This design comes from an exercise in tuning for small area, a short achievable clock period and few clock cycles per item on the open sky130 flow, not from production work. Function was checked by simulation only, so behaviour that the tests miss may differ from the original. No activity file was given, so power comes from the tool's default toggle rates.

Design radix_digit_emitter_unit, start of the top module:
module radix_digit_emitter_unit (
  input  logic                         clk_i,
  input  logic                         rst_ni,
  input  logic                         cfg_valid_i,
  output logic                         cfg_ready_o,
  input  logic [rdx_pkg::CfgIdxW-1:0]  cfg_index_i,
  input  logic [rdx_pkg::CfgDataW-1:0] cfg_data_i,
  input  logic                         s_axis_tvalid,
  output logic                         s_axis_tready,
  input  logic [31:0]                  s_axis_tdata,    
  output logic                         m_axis_tvalid,
  input  logic                         m_axis_tready,
  output logic [7:0]                   m_axis_tdata,    
  output logic                         m_axis_tlast,
  output logic                         m_axis_tuser     
);
Size in the first run: roughly 3800 cells after synthesis, about 510 flip-flops, about 120 I/O pins, about 31000 µm² of cells after synthesis.
==> module rdx_front, before the edit <==
module rdx_front (
  input  logic                         clk_i,
  input  logic                         rst_ni,
  input  logic                         cfg_valid_i,
  input  logic [rdx_pkg::CfgIdxW-1:0]  cfg_index_i,
  input  logic [rdx_pkg::CfgDataW-1:0] cfg_data_i,
  input  logic                         scan_en_i,
  input  logic [3:0]                   sel_i,
  output logic [rdx_pkg::CharW-1:0]    char_o,
  output logic [4:0]                   radix_o,
  output logic                         pow2_o,
  output logic [2:0]                   k_o,
  output logic [3:0]                   kmask_o,
  output logic [3:0]                   hp_o,
  output logic                         odd_o,
  output logic                         tern_o,
  output logic                         known_o,
  output logic                         valid_o
);
  logic [63:0] alo_q, ahi_q;
  logic        lo_w_q, hi_w_q;
  logic [4:0]  radix_q;
  logic        pow2_q, odd_q, tern_q;
  logic [2:0]  k_q;
  logic [3:0]  kmask_q, hp_q;
  logic        pow2_d, odd_d, tern_d;
  logic [2:0]  k_d;
  logic [3:0]  kmask_d, hp_d;
  logic [4:0]  pos_q, pos_d;
  logic        fail_q, fail_d;
  logic        wr_lo, wr_hi, wr_rx;
  logic [7:0]  alpha [16];
  logic [3:0]  idx;
  logic [7:0]  c;
  logic        bad, dup;
  logic        cv_q, cv_d;
  logic [3:0]  cidx_q;
  logic [7:0]  c_q;
  logic        rin;
  logic        cv_in_q;
  logic [1:0]  ci_in_q;
  logic [63:0] cd_in_q;
  logic        rx_new_q;
  always_ff @(posedge clk_i or negedge rst_ni) begin
    if (!rst_ni) begin
      cv_in_q  <= 1'b0;
      rx_new_q <= 1'b0;
    end else begin
      cv_in_q  <= cfg_valid_i;
      rx_new_q <= wr_rx;
    end
  end
  always_ff @(posedge clk_i) begin
    ci_in_q <= cfg_index_i;
    cd_in_q <= cfg_data_i;
  end
  assign wr_lo = cv_in_q && (ci_in_q == 2'd0);
  assign wr_hi = cv_in_q && (ci_in_q == 2'd1);
  assign wr_rx = cv_in_q && (ci_in_q == 2'd2);
  always_ff @(posedge clk_i) begin
    if (wr_lo) alo_q <= cd_in_q;
    if (wr_hi) ahi_q <= cd_in_q;
  end
  always_comb begin
    pow2_d  = 1'b1;
    k_d     = 3'd4;
    kmask_d = 4'hF;
    unique case (radix_q)
      5'd2:    begin k_d = 3'd1; kmask_d = 4'h1; end
      5'd4:    begin k_d = 3'd2; kmask_d = 4'h3; end
      5'd8:    begin k_d = 3'd3; kmask_d = 4'h7; end
      5'd16:   begin k_d = 3'd4; kmask_d = 4'hF; end
      default: pow2_d = 1'b0;
    endcase
    tern_d = (radix_q == 5'd3);
    hp_d   = tern_d ? 4'd4 : radix_q[4:1];
    odd_d  = radix_q[0];
  end
  always_ff @(posedge clk_i) begin
    pow2_q  <= pow2_d;
    k_q     <= k_d;
    kmask_q <= kmask_d;
    hp_q    <= hp_d;
    odd_q   <= odd_d;
    tern_q  <= tern_d;
  end
  always_ff @(posedge clk_i or negedge rst_ni) begin
    if (!rst_ni) begin
      lo_w_q  <= 1'b0;
      hi_w_q  <= 1'b0;
      radix_q <= '0;
      pos_q   <= '0;
      fail_q  <= 1'b0;
      cv_q    <= 1'b0;
    end else begin
      if (wr_lo) lo_w_q <= 1'b1;
      if (wr_hi) hi_w_q <= 1'b1;
      if (wr_rx) radix_q <= cd_in_q[4:0];
      pos_q  <= pos_d;
      fail_q <= fail_d;
      cv_q   <= cv_d;
    end
  end
  always_comb begin
    for (int i = 0; i < 8; i++) begin
      alpha[i]     = alo_q[8*i +: 8];
      alpha[8 + i] = ahi_q[8*i +: 8];
    end
  end
  logic [3:0] nidx;
  logic       fetch;
  assign nidx  = cv_q ? (cidx_q + 4'd1) : pos_q[3:0];
  assign fetch = scan_en_i && !fail_q && !pos_q[4] && !(cv_q && cidx_q == 4'd15);
  assign idx    = scan_en_i ? nidx : sel_i;
  assign c      = alpha[idx];
  assign char_o = c;
  always_comb begin
    bad = (c_q == 8'h00) || (c_q == 8'h20) || (c_q == 8'h2B) || (c_q == 8'h2D) ||
          (c_q >= 8'd9 && c_q <= 8'd13) || (cidx_q[3] ? !hi_w_q : !lo_w_q);
    dup = 1'b0;
    for (int j = 0; j < 15; j++) begin
      if (4'(j) < cidx_q && alpha[j] == c_q) dup = 1'b1;
    end
  end
  always_comb begin
    pos_d  = pos_q;
    fail_d = fail_q;
    cv_d   = 1'b0;
    if (cv_q && !fail_q) begin
      if (bad || dup) fail_d = 1'b1;
      else            pos_d  = {1'b0, cidx_q} + 5'd1;
    end
    if (fetch && !fail_d) cv_d = 1'b1;
    if (wr_hi) begin
      if (pos_d >= 5'd8) begin
        pos_d  = 5'd8;
        fail_d = 1'b0;
      end
      cv_d = 1'b0;
    end
    if (wr_lo) begin
      pos_d  = 5'd0;
      fail_d = 1'b0;
      cv_d   = 1'b0;
    end
  end
  always_ff @(posedge clk_i) begin
    if (fetch) begin
      c_q    <= c;
      cidx_q <= nidx;
    end
  end
  assign rin     = (radix_q >= 5'd2) && (radix_q <= 5'd16);
  assign valid_o = rin && (pos_q >= radix_q);
  assign known_o = !rx_new_q && (!rin || fail_q || (pos_q >= radix_q));
  assign radix_o = radix_q;
  assign pow2_o  = pow2_q;
  assign k_o     = k_q;
  assign kmask_o = kmask_q;
  assign hp_o    = hp_q;
  assign odd_o   = odd_q;
  assign tern_o  = tern_q;
endmodule
clock: 12.0 ns
lec_check: 0
abc_area: 1
cap_margin: 20
core_margin: 2
core_utilization: 40
slew_margin: 20
standard.sh (not shown) runs the stock make flow with config.mk's settings and CLKGATE_MAP_FILE= SYNTH_SCRIPT=/design/flow/synth_recipe.tcl, a recipe that flattens the netlist after the stock synthesis.
==> flow/flow/run.sh <==
#!/bin/bash
# Layout: the standard flow (standard.sh), unchanged in its steps, with
# two settings passed to it:
#  - SETUP_SLACK_MARGIN=8.6: the resizer's setup repair keeps working until the
#    paths have 8.6 ns of slack at the design's 12 ns clock (about 3.4 ns), so the
#    layout is timed for speed although it is signed off at 12 ns as usual.
#  - BUFFER_PORTS_ARGS: every input and output port still gets its own
#    buffer, as in the standard flow, but a buf_2 instead of the delay cell
#    the flow picks by default.
# The clock, constraints, floorplan, power grid and all other steps are the
# standard ones. All tool output goes to standard.log and the ORFS logs.
cp standard.sh standard.sh.log 2>/dev/null
export SETUP_SLACK_MARGIN=8.6
export BUFFER_PORTS_ARGS="-buffer_cell sky130_fd_sc_hd__buf_2"
bash standard.sh > standard.log 2>&1
Testbench counts at the start, summed over its fixed seeds: cycles 32,215, items 2,304.
Then changed:
--- a/flow/design.v
+++ b/flow/design.v
@@ -74,27 +74,10 @@
   logic [7:0]  c_q;
   logic        rin;
-  logic        cv_in_q;
-  logic [1:0]  ci_in_q;
-  logic [63:0] cd_in_q;
-  logic        rx_new_q;
-  always_ff @(posedge clk_i or negedge rst_ni) begin
-    if (!rst_ni) begin
-      cv_in_q  <= 1'b0;
-      rx_new_q <= 1'b0;
-    end else begin
-      cv_in_q  <= cfg_valid_i;
-      rx_new_q <= wr_rx;
-    end
-  end
-  always_ff @(posedge clk_i) begin
-    ci_in_q <= cfg_index_i;
-    cd_in_q <= cfg_data_i;
-  end
-  assign wr_lo = cv_in_q && (ci_in_q == 2'd0);
-  assign wr_hi = cv_in_q && (ci_in_q == 2'd1);
-  assign wr_rx = cv_in_q && (ci_in_q == 2'd2);
+  assign wr_lo = cfg_valid_i && (cfg_index_i == 2'd0);
+  assign wr_hi = cfg_valid_i && (cfg_index_i == 2'd1);
+  assign wr_rx = cfg_valid_i && (cfg_index_i == 2'd2);
   always_ff @(posedge clk_i) begin
-    if (wr_lo) alo_q <= cd_in_q;
-    if (wr_hi) ahi_q <= cd_in_q;
+    if (wr_lo) alo_q <= cfg_data_i;
+    if (wr_hi) ahi_q <= cfg_data_i;
   end
   always_comb begin
@@ -132,5 +115,5 @@
       if (wr_lo) lo_w_q <= 1'b1;
       if (wr_hi) hi_w_q <= 1'b1;
-      if (wr_rx) radix_q <= cd_in_q[4:0];
+      if (wr_rx) radix_q <= cfg_data_i[4:0];
       pos_q  <= pos_d;
       fail_q <= fail_d;
@@ -189,5 +172,5 @@
   assign rin     = (radix_q >= 5'd2) && (radix_q <= 5'd16);
   assign valid_o = rin && (pos_q >= radix_q);
-  assign known_o = !rx_new_q && (!rin || fail_q || (pos_q >= radix_q));
+  assign known_o = !rin || fail_q || (pos_q >= radix_q);
   assign radix_o = radix_q;
   assign pow2_o  = pow2_q;
- The new run finished with timing, DRC and antenna clean
- setup slack loses 12 ps
- worst hold slack gains 15 ps
- sequential power shrinks by 12%
- critical path depth stays the same
- global-route usage is about the same
- total power shrinks by about 12%
- register-to-register slack loses 140 ps
- count of clock-buffer cells in the layout does not change
- final cell count shrinks by 3.2%
- synthesized area shrinks by 4.7%
- first-iteration DRC count shrinks by 4.5%
- fmax shrinks by 0.34%
- wire length shrinks by 3.4%
Testbench counts after the change, summed over its fixed seeds: cycles 32,169, items 2,304.

## static timing again, ports no longer ideal
Ports are ideal in the flow. The routed layouts listed here were re-timed in OpenROAD. Step 1: set_driving_cell puts a clkbuf_16 on clk_i and a buf_2 on each other input, an assumption about the parent block. Step 2 moves the port delays by t, midway between the first and last clock arrival at a register: inputs arrive t later, outputs are due t later. That takes back most of the time a late clock gives input paths. Slacks: no drivers / after step 1 / after step 2; pairs: no drivers / after step 1.
run | t, ns | setup WS [ns] | worst setup path at the end | pins driven straight from the clock port
the first run | 0.667 | 8.469 / 8.405 / 8.781 | input to register | 1
the second run | 0.673 | 8.457 / 8.392 / 8.053 | input to register | 1
After both steps every run listed still meets setup and hold. The setup slack of the second run, which loses most, moves by -0.065 ns with the drivers and by -0.404 ns with both steps.
